This design comes from an exercise in tuning for small area, a short achievable clock period and few clock cycles per item on the open sky130 flow, not from production work.
Function was checked by simulation only, so behaviour that the tests miss may differ from the original.
Power figures rest on the tool's default switching activity, not on a simulated workload.

## flow/run.sh

```bash
#!/bin/bash
# synth_recipe.tcl (not shown) runs the flow's synth.tcl, then flattens the netlist and writes it again
# the make line also repeats each setting of config.mk as NAME=value (left out here)
make -C /OpenROAD-flow-scripts/flow DESIGN_CONFIG=/design/flow/config.mk WORK_HOME=/design/flow/orfs CLKGATE_MAP_FILE= SYNTH_SCRIPT=/design/flow/synth_recipe.tcl finish
```

## flow/config.mk

```make
export PLATFORM = sky130hd
export DESIGN_NAME = mmio_region_table_decoder_core
export DESIGN_NICKNAME = mmio_region_table_decoder_core
export VERILOG_FILES = /design/flow/design.v
export SDC_FILE = /design/flow/constraint.sdc
export NUM_CORES = 4
export LEC_CHECK = 0
export CAP_MARGIN = 20
export CORE_MARGIN = 2
export CORE_UTILIZATION = 40
export SLEW_MARGIN = 20
```

## flow/constraint.sdc

```tcl
create_clock -name core_clock -period 7.0 [get_ports {clk_i}]
set_input_delay 1.4000 -clock core_clock [delete_from_list [all_inputs] [get_ports {clk_i}]]
set_output_delay 1.4000 -clock core_clock [all_outputs]
set_load 0.01 [all_outputs]
```

## flow/design.v

```verilog
package mrtd_pkg;
  localparam int AddrW    = 64;
  localparam int HandlerW = 8;
  localparam int SlotW    = 4;
  localparam int InDataW  = 144;
  localparam int OutDataW = 16;
  localparam int RegionW  = 2 * AddrW + HandlerW + 2;
  localparam logic [1:0] OP_REGISTER = 2'd0;
  localparam logic [1:0] OP_READ     = 2'd1;
  localparam logic [1:0] OP_WRITE    = 2'd2;
  localparam logic [2:0] ST_SUCCESS     = 3'd0;
  localparam logic [2:0] ST_OVERLAP     = 3'd1;
  localparam logic [2:0] ST_NOT_HANDLED = 3'd2;
  localparam logic [2:0] ST_DENIED      = 3'd3;
  localparam logic [2:0] ST_FULL        = 3'd4;
endpackage
module mrtd_cell #(
  parameter int AddrW    = 64,
  parameter int HandlerW = 8,
  parameter int RegionW  = 2 * AddrW + HandlerW + 2
) (
  input  logic               clk_i,
  input  logic               capture_i,   
  input  logic               cmp_le_i,    
  input  logic               shift_i,     
  input  logic               load_i,      
  input  logic [AddrW-1:0]   key_i,
  input  logic [AddrW-1:0]   new_end_i,
  input  logic [RegionW-1:0] left_i,
  input  logic [RegionW-1:0] new_i,
  output logic [RegionW-1:0] region_o,
  output logic               below_o,             
  output logic               key_lt_end_o,        
  output logic               base_lt_new_end_o    
);
  logic [RegionW-1:0] region_q, region_d;
  logic               below_q, key_lt_end_q, base_lt_new_end_q;
  logic [AddrW-1:0]   base, lim;
  assign base = region_q[RegionW-1 -: AddrW];
  assign lim  = region_q[RegionW-1-AddrW -: AddrW];
  always_comb begin
    region_d = region_q;
    if (load_i) begin
      region_d = new_i;
    end else if (shift_i) begin
      region_d = left_i;
    end
  end
  always_ff @(posedge clk_i) begin
    region_q <= region_d;
    if (capture_i) begin
      below_q           <= cmp_le_i ? (base <= key_i) : (base < key_i);
      key_lt_end_q      <= key_i < lim;
      base_lt_new_end_q <= base < new_end_i;
    end
  end
  assign region_o          = region_q;
  assign below_o           = below_q;
  assign key_lt_end_o      = key_lt_end_q;
  assign base_lt_new_end_o = base_lt_new_end_q;
endmodule
import mrtd_pkg::*;
module mmio_region_table_decoder_core #(
  parameter int MAX_REGIONS = 16
) (
  input  logic                clk_i,
  input  logic                rst_ni,
  input  logic                s_axis_tvalid_i,
  output logic                s_axis_tready_o,
  input  logic [InDataW-1:0]  s_axis_tdata_i,
  output logic                m_axis_tvalid_o,
  input  logic                m_axis_tready_i,
  output logic [OutDataW-1:0] m_axis_tdata_o
);
  localparam int IdxW = (MAX_REGIONS > 1) ? $clog2(MAX_REGIONS) : 1;
  localparam int CntW = $clog2(MAX_REGIONS + 1);
  localparam logic S_IDLE    = 1'b0;
  localparam logic S_RESOLVE = 1'b1;
  logic                state_q;
  logic [CntW-1:0]     count_q;
  logic [1:0]          op_q;
  logic [RegionW-1:0]  new_q;
  logic                out_valid_q;
  logic [2:0]          out_status_q;
  logic [HandlerW-1:0] out_handler_q;
  logic [SlotW-1:0]    out_slot_q;
  logic [1:0]         in_opcode;
  logic [AddrW-1:0]   in_address;
  logic [AddrW-1:0]   in_end;
  logic [RegionW-1:0] in_region;
  assign in_opcode  = s_axis_tdata_i[1:0];
  assign in_address = s_axis_tdata_i[65:2];
  assign in_end     = s_axis_tdata_i[129:66];
  assign in_region  = {in_address, in_end, s_axis_tdata_i[137:130],
                       s_axis_tdata_i[138], s_axis_tdata_i[139]};
  logic in_accept;
  logic resolve_go;
  assign s_axis_tready_o = (state_q == S_IDLE);
  assign in_accept       = s_axis_tvalid_i && s_axis_tready_o;
  assign resolve_go      = (state_q == S_RESOLVE) && (!out_valid_q || m_axis_tready_i);
  logic [RegionW-1:0]     region [MAX_REGIONS];
  logic [MAX_REGIONS-1:0] f_below;
  logic [MAX_REGIONS-1:0] f_key_lt_end;
  logic [MAX_REGIONS-1:0] f_base_lt_new_end;
  logic            do_insert;
  logic [CntW-1:0] ins_pos;
  for (genvar g = 0; g < MAX_REGIONS; g++) begin : g_cell
    logic [RegionW-1:0] left;
    if (g == 0) begin : g_first
      assign left = new_q;
    end else begin : g_rest
      assign left = region[g-1];
    end
    mrtd_cell #(
      .AddrW    (AddrW),
      .HandlerW (HandlerW),
      .RegionW  (RegionW)
    ) u_cell (
      .clk_i             (clk_i),
      .capture_i         (in_accept),
      .cmp_le_i          (in_opcode != OP_REGISTER),
      .shift_i           (do_insert && (CntW'(g) > ins_pos)),
      .load_i            (do_insert && (CntW'(g) == ins_pos)),
      .key_i             (in_address),
      .new_end_i         (in_end),
      .left_i            (left),
      .new_i             (new_q),
      .region_o          (region[g]),
      .below_o           (f_below[g]),
      .key_lt_end_o      (f_key_lt_end[g]),
      .base_lt_new_end_o (f_base_lt_new_end[g])
    );
  end
  logic [MAX_REGIONS-1:0] hit;
  logic [MAX_REGIONS-1:0] last_oh;
  logic [MAX_REGIONS-1:0] next_oh;
  always_comb begin
    for (int i = 0; i < MAX_REGIONS; i++) begin
      hit[i] = f_below[i] && (CntW'(i) < count_q);
    end
    for (int i = 0; i < MAX_REGIONS; i++) begin
      if (i == MAX_REGIONS - 1) begin
        last_oh[i] = hit[i];
      end else begin
        last_oh[i] = hit[i] && !hit[i+1];
      end
      if (i == 0) begin
        next_oh[i] = !hit[i] && (CntW'(i) < count_q);
      end else begin
        next_oh[i] = !hit[i] && hit[i-1] && (CntW'(i) < count_q);
      end
    end
  end
  logic                any_hit;
  logic [IdxW-1:0]     last_idx;
  logic                last_key_lt_end;
  logic                last_rd_ok;
  logic                last_wr_ok;
  logic [HandlerW-1:0] last_handler;
  logic                next_base_lt_end;
  always_comb begin
    last_idx         = '0;
    last_key_lt_end  = 1'b0;
    last_rd_ok       = 1'b0;
    last_wr_ok       = 1'b0;
    last_handler     = '0;
    next_base_lt_end = 1'b0;
    for (int i = 0; i < MAX_REGIONS; i++) begin
      last_idx         |= last_oh[i] ? IdxW'(i) : '0;
      last_key_lt_end  |= last_oh[i] && f_key_lt_end[i];
      last_rd_ok       |= last_oh[i] && region[i][1];
      last_wr_ok       |= last_oh[i] && region[i][0];
      last_handler     |= last_oh[i] ? region[i][HandlerW+1:2] : '0;
      next_base_lt_end |= next_oh[i] && f_base_lt_new_end[i];
    end
  end
  assign any_hit = |hit;
  assign ins_pos = any_hit ? (CntW'(last_idx) + CntW'(1)) : '0;
  logic                table_full;
  logic                overlap;
  logic [2:0]          res_status;
  logic [HandlerW-1:0] res_handler;
  logic [SlotW-1:0]    res_slot;
  logic                perm_ok;
  assign table_full = (count_q == CntW'(MAX_REGIONS));
  assign overlap    = (any_hit && last_key_lt_end) || next_base_lt_end;
  assign perm_ok    = (op_q == OP_WRITE) ? last_wr_ok : last_rd_ok;
  always_comb begin
    res_status  = ST_NOT_HANDLED;
    res_handler = '0;
    res_slot    = '0;
    do_insert   = 1'b0;
    case (op_q)
      OP_REGISTER: begin
        if (table_full) begin
          res_status = ST_FULL;
        end else if (overlap) begin
          res_status = ST_OVERLAP;
        end else begin
          res_status = ST_SUCCESS;
          res_slot   = SlotW'(ins_pos);
          do_insert  = resolve_go;
        end
      end
      OP_READ, OP_WRITE: begin
        if (any_hit && last_key_lt_end) begin
          res_slot = SlotW'(last_idx);
          if (perm_ok) begin
            res_status  = ST_SUCCESS;
            res_handler = last_handler;
          end else begin
            res_status  = ST_DENIED;
          end
        end
      end
      default: begin
        res_status = ST_NOT_HANDLED;
      end
    endcase
  end
  always_ff @(posedge clk_i or negedge rst_ni) begin
    if (!rst_ni) begin
      state_q       <= S_IDLE;
      count_q       <= '0;
      out_valid_q   <= 1'b0;
      out_status_q  <= '0;
      out_handler_q <= '0;
      out_slot_q    <= '0;
    end else begin
      case (state_q)
        S_IDLE: begin
          if (in_accept) begin
            state_q <= S_RESOLVE;
          end
        end
        default: begin
          if (resolve_go) begin
            state_q <= S_IDLE;
            if (do_insert) begin
              count_q <= count_q + CntW'(1);
            end
          end
        end
      endcase
      if (resolve_go) begin
        out_valid_q   <= 1'b1;
        out_status_q  <= res_status;
        out_handler_q <= res_handler;
        out_slot_q    <= res_slot;
      end else if (m_axis_tready_i) begin
        out_valid_q <= 1'b0;
      end
    end
  end
  always_ff @(posedge clk_i) begin
    if (in_accept) begin
      op_q  <= in_opcode;
      new_q <= in_region;
    end
  end
  assign m_axis_tvalid_o = out_valid_q;
  assign m_axis_tdata_o  = {1'b0, out_slot_q, out_handler_q, out_status_q};
endmodule
```

==> results by group <==
Logic synthesis
  • Top-count cell post-synth: ha_1
  • Synth Area in Compound Gates: a little over a tenth
  • Number of synthesized flops with an enable pin: between 2000 and 2500
  • Syn nets: ~17000
  • Register bit total from synthesis: around 2400
  • Mux contribution to synthesized area: between 10% and 20%
  • Synth Area in XOR/XNOR: less than 1%
  • Syn avg cell area: ~12 um^2
  • Simple logic cell fraction of the synthesized area: under 10%
  • Post-Syn Area: between 0.15 and 0.2 mm^2
  • Area contributors post-synth: edfxtp_1 (43%), ha_1 (23%), mux2_2 (10%), a21o_1 (3.4%), mux2_1 (3.3%)
  • Sequential area share after synthesis: between 40% and 50%
  • Ys async rst share: less than 1%
  • Fraction of the mapped netlist area in adder cells: a little under a quarter
  • Largest family of logic cells by synthesized area: adder cells
  • YS warnings: 3
  • Cells after Synth: ~14000
  • Dominant synthesized flop cell: edfxtp_1
  • Top post-synthesis cells by count: ha_1 (3046), edfxtp_1 (2396), mux2_2 (1514)
  • Synth area leader: edfxtp_1
  • Post-synthesis cell type count: 88
  • Top cell type's share of synthesized area: 42.5%

Route
  • Detailed Route WL: between 500 and 600 mm
  • Via Count: between 100k and 150k
  • # DRC: 0
  • Final ANT Viol Nets: 0
  • Vias per inst: between 5 and 6
  • Detailed-router iteration count before antenna repair: 6
  • Iter 0 DRT Violations: 11726
  • DR WL/cell: between 20 and 30 um

Finish
  • Share of layout cells above drive strength 1: 16.7%
  • Area grow syn2layout: 12.4%
  • Nets: ~18000
  • Post-route design area: about 0.19 mm^2
  • Final cell count without fillers: 20512

Clocking
  • Postcts setup bufs: 0
  • Hold-fix buffers, CTS: 0
  • Clk buf depth: 4
  • CTS tree: yes
  • Skew-Pair Late Insertion Delay: about 0.95 ns
  • Clock sinks: between 2000 and 2500
  • Root buffer cell: clkbuf_16
  • H-tree lvl count: 5
  • Clock buffer count from CTS: 298
  • Clock transition at the registers of the reported paths: around 0.06 ns
  • CTS resizes: 0

GRT
  • Vias in the first global route: 118854
  • Pin count of the biggest net entering global routing: ~130
  • Global-route wire length before repair: ~830 mm
  • GRT Util Overall: 26.4%
  • Initial antenna violation count: between 50 and 60
  • GRT overflow: 0

Placed design
  • Post-DP Area: about 0.18 mm^2
  • I/O Buffers: 160
  • Final GP Congestion: approximately 0.99
  • Post-DP HPWL: approximately 440 mm
  • Placed cells: 19943

Worst setup path
  • Kind of start point of the critical path: flip-flop
  • CP max stage delay: around 1.0 ns
  • Critical Path End Type: flip-flop
  • WP data required: about 7.7 ns
  • CP cell instances: a311oi_1 -> nor3_2 -> buf_4 -> nor3_1 -> and3b_1 -> nor3_2 -> mux2i_4 -> nor2_4 -> buf_4 -> nand2_4 -> buf_4 -> mux2_2
  • Crit Path Class: reg2reg
  • Most common cell on crit path: buf_4
  • Critical path arrival: 6.97 ns
  • CP Max Fanout: 64
  • Critical path's slowest cell: nor3_2

Timing
  • Final worst-path cycle share: between 80% and 90%
  • Final setup violation count: 0
  • Worst slew pin tran: 1.29 ns
  • Clock skew: 0.0496 ns
  • Slew margin rel.: approximately 14%
  • F_max: ~0.16 GHz
  • Final hold vios: 0
  • RSZ-0062 raised after global routing: no
  • Clock period minus worst slack: about 6.3 ns
  • Fin. max-slew vios: 0

Power
  • PD cells: between 200 and 250 mW/mm^2
  • P_leak: ~81 nW
  • Total chip power: about 44 mW
  • Max VDD drop: ~0.22 mV

Floorplan
  • Initial core utilization: around two fifths
  • Area of the die: between 0.4 and 0.5 mm^2
  • Rows: approximately 240
  • Die Span Y: between 600 and 700 um
  • Die Wd: about 650 um
  • Core region area: approximately 0.42 mm^2
  • Top Ports: about 170

Run
  • MaxCap Viol Count: 0

Status
  • Status: no timing/DRC/antenna violations

Worst hold path
  • Class of the worst hold path: reg2reg
-- critical path, delay by kind of cell (launching register included) --
family          cells  cell delay (ns)
mux                 2             1.09
flops               1             0.90
buf+inv             3             1.41
compound gates      1             0.42
simple gates        6             1.98
-- cells by family after synthesis --
| family | Yosys count |
|---|---|
| flops | 2418 |
| simple gates | 2176 |
| compound gates | 2822 |
| mux | 2011 |
| fa+ha+maj | 3047 |
| other cells | 1 |
| xor+xnor | 6 |
| buf+inv | 1606 |
-- per-layer routing --
metal	vias up	share of wire (%)	global-route usage (%)	wire length [um]
li1	55537	-	-	-
met1	60177	43	35.7	248000
met2	4365	44	40.7	252000
met3	979	7.4	4.13	42900
met4	18	6.2	14.2	36000
met5	-	0.020	0	116
-- final cells by class --
class,instances,area [um^2]
multi-input cells,10063,90700
fillers,38303,230000
clock inverters,167,1540
diodes,38,95.1
well taps,5640,7060
repair buffers,633,6010
flip-flops and latches,2418,72500
clock buffers,361,7910
inverters,1192,4490
-- where the power goes --
part	switching (mW)	internal, mW	total (mW)
combinational	5.70	3.58	9.29
sequential	1.25	17.6	18.8
clock	6.56	8.98	15.5
total	13.5	30.1	43.6
-- sequential cells by signal, summed over array words and instances, names as in the netlist --
signal and flops:
out_valid_q 1, count_q 5, g_cell.u_cell.region_q 2208, op_q 2
out_handler_q 8, g_cell.u_cell.key_lt_end_q 16, new_q 138, state_q 1
out_status_q 3, out_slot_q 4, g_cell.u_cell.below_q 16, g_cell.u_cell.base_lt_new_end_q 16
-- metrics by stage --
step	util (%)	hold WS, ns	setup slack [ns]	TNS [ns]
2_1_floorplan	-	0.514	-3.36	-2254.36
3_3_place_gp	42.9	0.465	0.887	0
3_5_place_dp	43.0	0.468	0.903	0
4_1_cts	45.2	0.482	0.911	0
5_1_grt	45.2	0.509	0.500	0
6_report	45.2	0.483	0.709	0
-- worst paths after layout --
check	from	end	slack, ns	cells past startpoint
min reg2reg	out_handler_q[2]	out_handler_q[2]	0.48	1
max	count_q[2]	g_cell[5].u_cell.region_q[122]	0.71	12
max in group asynchronous	rst_ni	count_q[3]	5.77	2
min	out_handler_q[2]	out_handler_q[2]	0.48	1
max reg2reg	count_q[2]	g_cell[5].u_cell.region_q[122]	0.71	12
min in group asynchronous	rst_ni	out_valid_q	0.90	2
-- layout by cell type (no fill, tap or decap), types with 39 or more instances in the layout --
cell	count
nand4_1	550
nor4_1	62
o21a_1	83
buf_12	65
nand2b_1	112
inv_1	1190
a2111oi_0	53
nand3_1	201
o211ai_1	60
clkbuf_1	53
nand2_1	405
a21oi_1	772
ha_1	3046
clkinv_2	45
nor2_1	343
mux2_1	494
nor2b_1	201
mux2_2	1514
nor3_1	144
buf_4	403
edfxtp_1	2396
clkbuf_16	308
o21ai_0	586
clkdlybuf4s50_1	160
a221oi_1	44
a31oi_1	39
a211oi_1	133
clkinv_1	71
a21o_1	774
Testbench counts, summed over its fixed seeds: cycles 9,864, items 4,928.

[static timing again, ports no longer ideal]
The flow's constraints put no driver on any port. The routed layout listed below was extracted and timed again, unchanged, in two steps. Step 1, drivers: a clkbuf_16 drives clk_i and a buf_2 each remaining input, both assumed. Step 2 times the ports against the registers' clock, not the clock port: input delays grow and output delays shrink by t, the midpoint of the rising clock arrivals with the driver on. Slacks: no drivers / after step 1 / after step 2; pairs: no drivers / after step 1.
t (ns): 1.051
slack for setup (ns): 0.709 / 0.709 / 0.709
worst register clock-pin slew, ns: 0.07 / 0.07
After both steps setup and hold are still met in this run. For this run, drivers alone change the setup slack by 0.000 ns; drivers and shift together by 0.000 ns.
